This design comes from an exercise in tuning for small area, a short achievable clock period and few clock cycles per item on the open sky130 flow, not from production work. Function was checked by simulation only, so behaviour that the tests miss may differ from the original. Power is estimated from default activity; no workload was simulated.

// sdram_cache
module sdram_cache (
    input  wire                               ui_clk,
    input  wire                               arst_n,
    input  wire                               calib_done,
    input  wire [28-1:0] sd_addr,
    input  wire                               sd_cs,
    input  wire                               sd_l,
    input  wire                               sd_u,
    input  wire                               sd_we,
    input  wire [15:0]      sd_wr,
    input  wire                               sd_big_r,
    output wire  [15:0]                       sd_rd,     
    output wire  [47:0]                       sd_rd48,   
    output wire                               sd_ready,
    output wire  [28-1:0]  app_addr,
    output wire  [2:0]   app_cmd,
    output wire                               app_en,
    output wire  [16*8-1:0] app_wdf_data,
    output wire                               app_wdf_wren,
    input  wire                               app_rdy,
    input  wire                               app_wdf_rdy,
    input  wire [16*8-1:0] app_rd_data,
    input  wire                               app_rd_data_valid
);
    localparam int NE = 8;
    localparam int TW = 24;
    logic [TW-1:0]  tag  [NE];
    logic [127:0]   data [NE];
    logic [NE-1:0]  valid;       
    logic [NE-1:0]  pend;        
  ...
Size in the first run: roughly 410 I/O pins.
clock: 10.0 ns
lec_check: 0
cap_margin: 20
core_margin: 2
core_utilization: 40
place_density: 0.55
setup_slack_margin: 4.5
slew_margin: 20
standard.sh (not shown) runs the stock make flow with config.mk's settings and CLKGATE_MAP_FILE= SYNTH_SCRIPT=/design/flow/synth_recipe.tcl, a recipe that flattens the netlist after the stock synthesis.
==> flow/flow/run.sh <==
#!/bin/bash
# The standard layout (the standard.sh, all ORFS steps unchanged), with two
# options passed to ORFS: every port still gets its own buffer, but a buf_2
# rather than the delay cell buffer_ports picks by default, and clock tree
# synthesis adds no dummy loads.
set -euo pipefail
export BUFFER_PORTS_ARGS="-buffer_cell sky130_fd_sc_hd__buf_2"
export CTS_ARGS="-sink_clustering_enable -repair_clock_nets -dont_use_dummy_load"
bash standard.sh > standard.log 2>&1
The baseline completed without violations.
Testbench counts at the start, summed over its fixed seeds: cycles 31,795, requests 16,000.
Next try:
CORE_UTILIZATION = 55   (was 40)
PLACE_DENSITY = 0.7   (was 0.55)
SETUP_SLACK_MARGIN = 4   (was 4.5)
Outcome: The new run completed without violations. Clock power falls by about 4%. Clock-buffer cell count falls by 7. Cell count falls by about 9%. Worst hold slack hardly moves. Global-route usage rises by 9.4 points. Non-clock buffer count falls by 135. Area after synthesis stays the same.
Next try:
CORE_UTILIZATION = 40   (was 55)
PLACE_DENSITY = 0.55   (was 0.7)
The new run ran to the end with no violations. Cell area went up by 1.9%. Worst hold slack is worse by 0.0098 ns. Register-to-register slack got worse by 0.09 ns.
Next try:
TNS_END_PERCENT = 30   (was unset)
The new run produced a clean layout.
Die area is unchanged.
Utilization falls by 0.21 points.
Non-clock buffer count is lower by 13.

========
Another version of the RTL of sdram_cache (not shown whole).
Size in the first run: roughly 5600 cells after synthesis, about 1400 flip-flops, about 410 I/O pins, ~0.069 mm2 of cells after synthesis.
Settings: LEC_CHECK=0, CAP_MARGIN=20, CORE_MARGIN=2, CORE_UTILIZATION=40, PLACE_DENSITY=0.55, SETUP_SLACK_MARGIN=5, SLEW_MARGIN=20; clock period 10.0 ns.
Scripts as last shown in full above: flow/flow/run.sh
The baseline went through all stages and came out clean.
Testbench counts at the start, summed over its fixed seeds: cycles 31,195, requests 16,000.
Change:
--- a/flow/config.mk
+++ b/flow/config.mk
@@ -10,3 +10,3 @@
-export CORE_UTILIZATION = 40
-export PLACE_DENSITY = 0.55
-export SETUP_SLACK_MARGIN = 5
+export CORE_UTILIZATION = 50
+export PLACE_DENSITY = 0.65
+export SETUP_SLACK_MARGIN = 4.5
Result: The new run finished with timing, DRC and antenna clean; cell area went down by 7.9%; routed wire length went down by about 8%; synthesized area is unchanged; hold slack degrades by 0.022 ns.
Change:
--- a/flow/config.mk
+++ b/flow/config.mk
@@ -10,2 +10,2 @@
-export CORE_UTILIZATION = 50
-export PLACE_DENSITY = 0.65
+export CORE_UTILIZATION = 55
+export PLACE_DENSITY = 0.7
Result:
- synthesized cell count is unchanged
- die area is lower by a little under a tenth
- area after synthesis is unchanged
- worst setup slack improved by 0.055 ns
- core utilization climbs by 5.2 points

========
Setup of alpha:
Another version of the RTL of sdram_cache (not shown whole).
For scale: roughly 68000 sq um of cells after synthesis.
// sdram_cache
module sdram_cache (
    input  wire                               ui_clk,
    input  wire                               arst_n,
    input  wire                               calib_done,
    input  wire [28-1:0] sd_addr,
    input  wire                               sd_cs,
    input  wire                               sd_l,
    input  wire                               sd_u,
    input  wire                               sd_we,
    input  wire [15:0]      sd_wr,
    input  wire                               sd_big_r,
    output wire  [15:0]                       sd_rd,     
    output wire  [47:0]                       sd_rd48,   
    output wire                               sd_ready,
    output wire  [28-1:0]  app_addr,
    output wire  [2:0]   app_cmd,
    output wire                               app_en,
    output wire  [16*8-1:0] app_wdf_data,
    output wire                               app_wdf_wren,
    input  wire                               app_rdy,
    input  wire                               app_wdf_rdy,
    input  wire [16*8-1:0] app_rd_data,
    input  wire                               app_rd_data_valid
);
export LEC_CHECK = 0
export CAP_MARGIN = 20
export CORE_MARGIN = 2
export CORE_UTILIZATION = 40
export PLACE_DENSITY = 0.55
export SETUP_SLACK_MARGIN = 4
export SLEW_MARGIN = 20
create_clock -name core_clock -period 10.0 [get_ports {ui_clk}]
Scripts as last shown in full above: flow/flow/run.sh
alpha has completed all stages; timing, DRC and antenna checks passed.
Testbench counts of alpha, summed over its fixed seeds: cycles 33,412, requests 16,000.
### alpha -> beta
==> flow/run.sh (new file) <==
#!/bin/bash
# synth_recipe.tcl (not shown) runs the flow's synth.tcl, then flattens the netlist and writes it again
# the make line also repeats each setting of config.mk as NAME=value (left out here)
make -C /OpenROAD-flow-scripts/flow DESIGN_CONFIG=/design/flow/config.mk WORK_HOME=/design/flow/orfs CLKGATE_MAP_FILE= SYNTH_SCRIPT=/design/flow/synth_recipe.tcl finish
removed: flow/flow/run.sh
removed: flow/standard.sh
Notes after the runs:
Relative to alpha, arrival time of data at the critical path endpoint increased by 0.12 ns in beta.
Higher number of search-and-repair iterations in the first detailed-routing pass was reported by alpha, not beta.
Looking at setup slack, beta sits below alpha.
Global-route usage ended up 1.2 points higher on beta than on alpha.
Of beta and alpha, it is beta that has the higher power.
Looking only at area growth from synthesis to final layout, and setting everything else aside, the lower value of beta and alpha goes to alpha.
Compared with alpha, beta shows final routed wirelength across all metal layers higher by about 2%.
On footprint of the flip-flops and latches, beta and alpha are neck and neck.
beta — final critical path time including I/O delays and setup 0.12 ns higher, alpha as reference
In beta the number of global-route vias before repair turned out 4.1% higher than in alpha.

## afterwards: timing with drivers on the ports
No port has a modelled driver above. Below, the same layouts with a new extraction and two added sets of constraints. Step 1 (the two cells are an assumption about what drives the block):
set clk [get_ports {ui_clk}]
set_driving_cell -lib_cell sky130_fd_sc_hd__clkbuf_16 $clk
set_driving_cell -lib_cell sky130_fd_sc_hd__buf_2 [delete_from_list [all_inputs] $clk]
Step 2, shift: input delay + t, output delay - t, t = (earliest + latest rising clock arrival at the registers) / 2. This alone moves slack from input paths to output paths. a / b / c = ideal ports / drivers / drivers and shift; a / b = the first two.
| run | t (ns) | setup WS [ns] | clock arrival spread, ns | worst register clock-pin slew, ns |
|---|---|---|---|---|
| the first run of note 1 | 0.863 | 4.332 / 4.318 / 3.520 | 0.071 / 0.071 | 0.06 / 0.06 |
| the second run of note 1 | 0.857 | 3.856 / 3.775 / 3.193 | 0.094 / 0.094 | 0.07 / 0.07 |
| the third run of note 1 | 0.871 | 3.879 / 3.790 / 3.227 | 0.097 / 0.097 | 0.06 / 0.06 |
| the fourth run of note 1 | 0.882 | 3.831 / 3.735 / 3.183 | 0.094 / 0.094 | 0.06 / 0.06 |
| the first run of note 2 | 0.889 | 4.395 / 4.304 / 3.676 | 0.078 / 0.078 | 0.07 / 0.07 |
| the second run of note 2 | 0.860 | 4.325 / 4.247 / 3.697 | 0.098 / 0.099 | 0.06 / 0.06 |
| the third run of note 2 | 0.842 | 4.380 / 4.296 / 3.651 | 0.089 / 0.089 | 0.07 / 0.07 |
| alpha | 0.897 | 3.926 / 3.833 / 3.208 | 0.089 / 0.088 | 0.07 / 0.07 |
| beta | 0.904 | 3.806 / 3.721 / 3.105 | 0.058 / 0.058 | 0.07 / 0.07 |
After both steps every run listed still meets setup and hold. For the first run of note 1, which loses most, drivers alone change the setup slack by -0.014 ns; drivers and shift together by -0.812 ns.
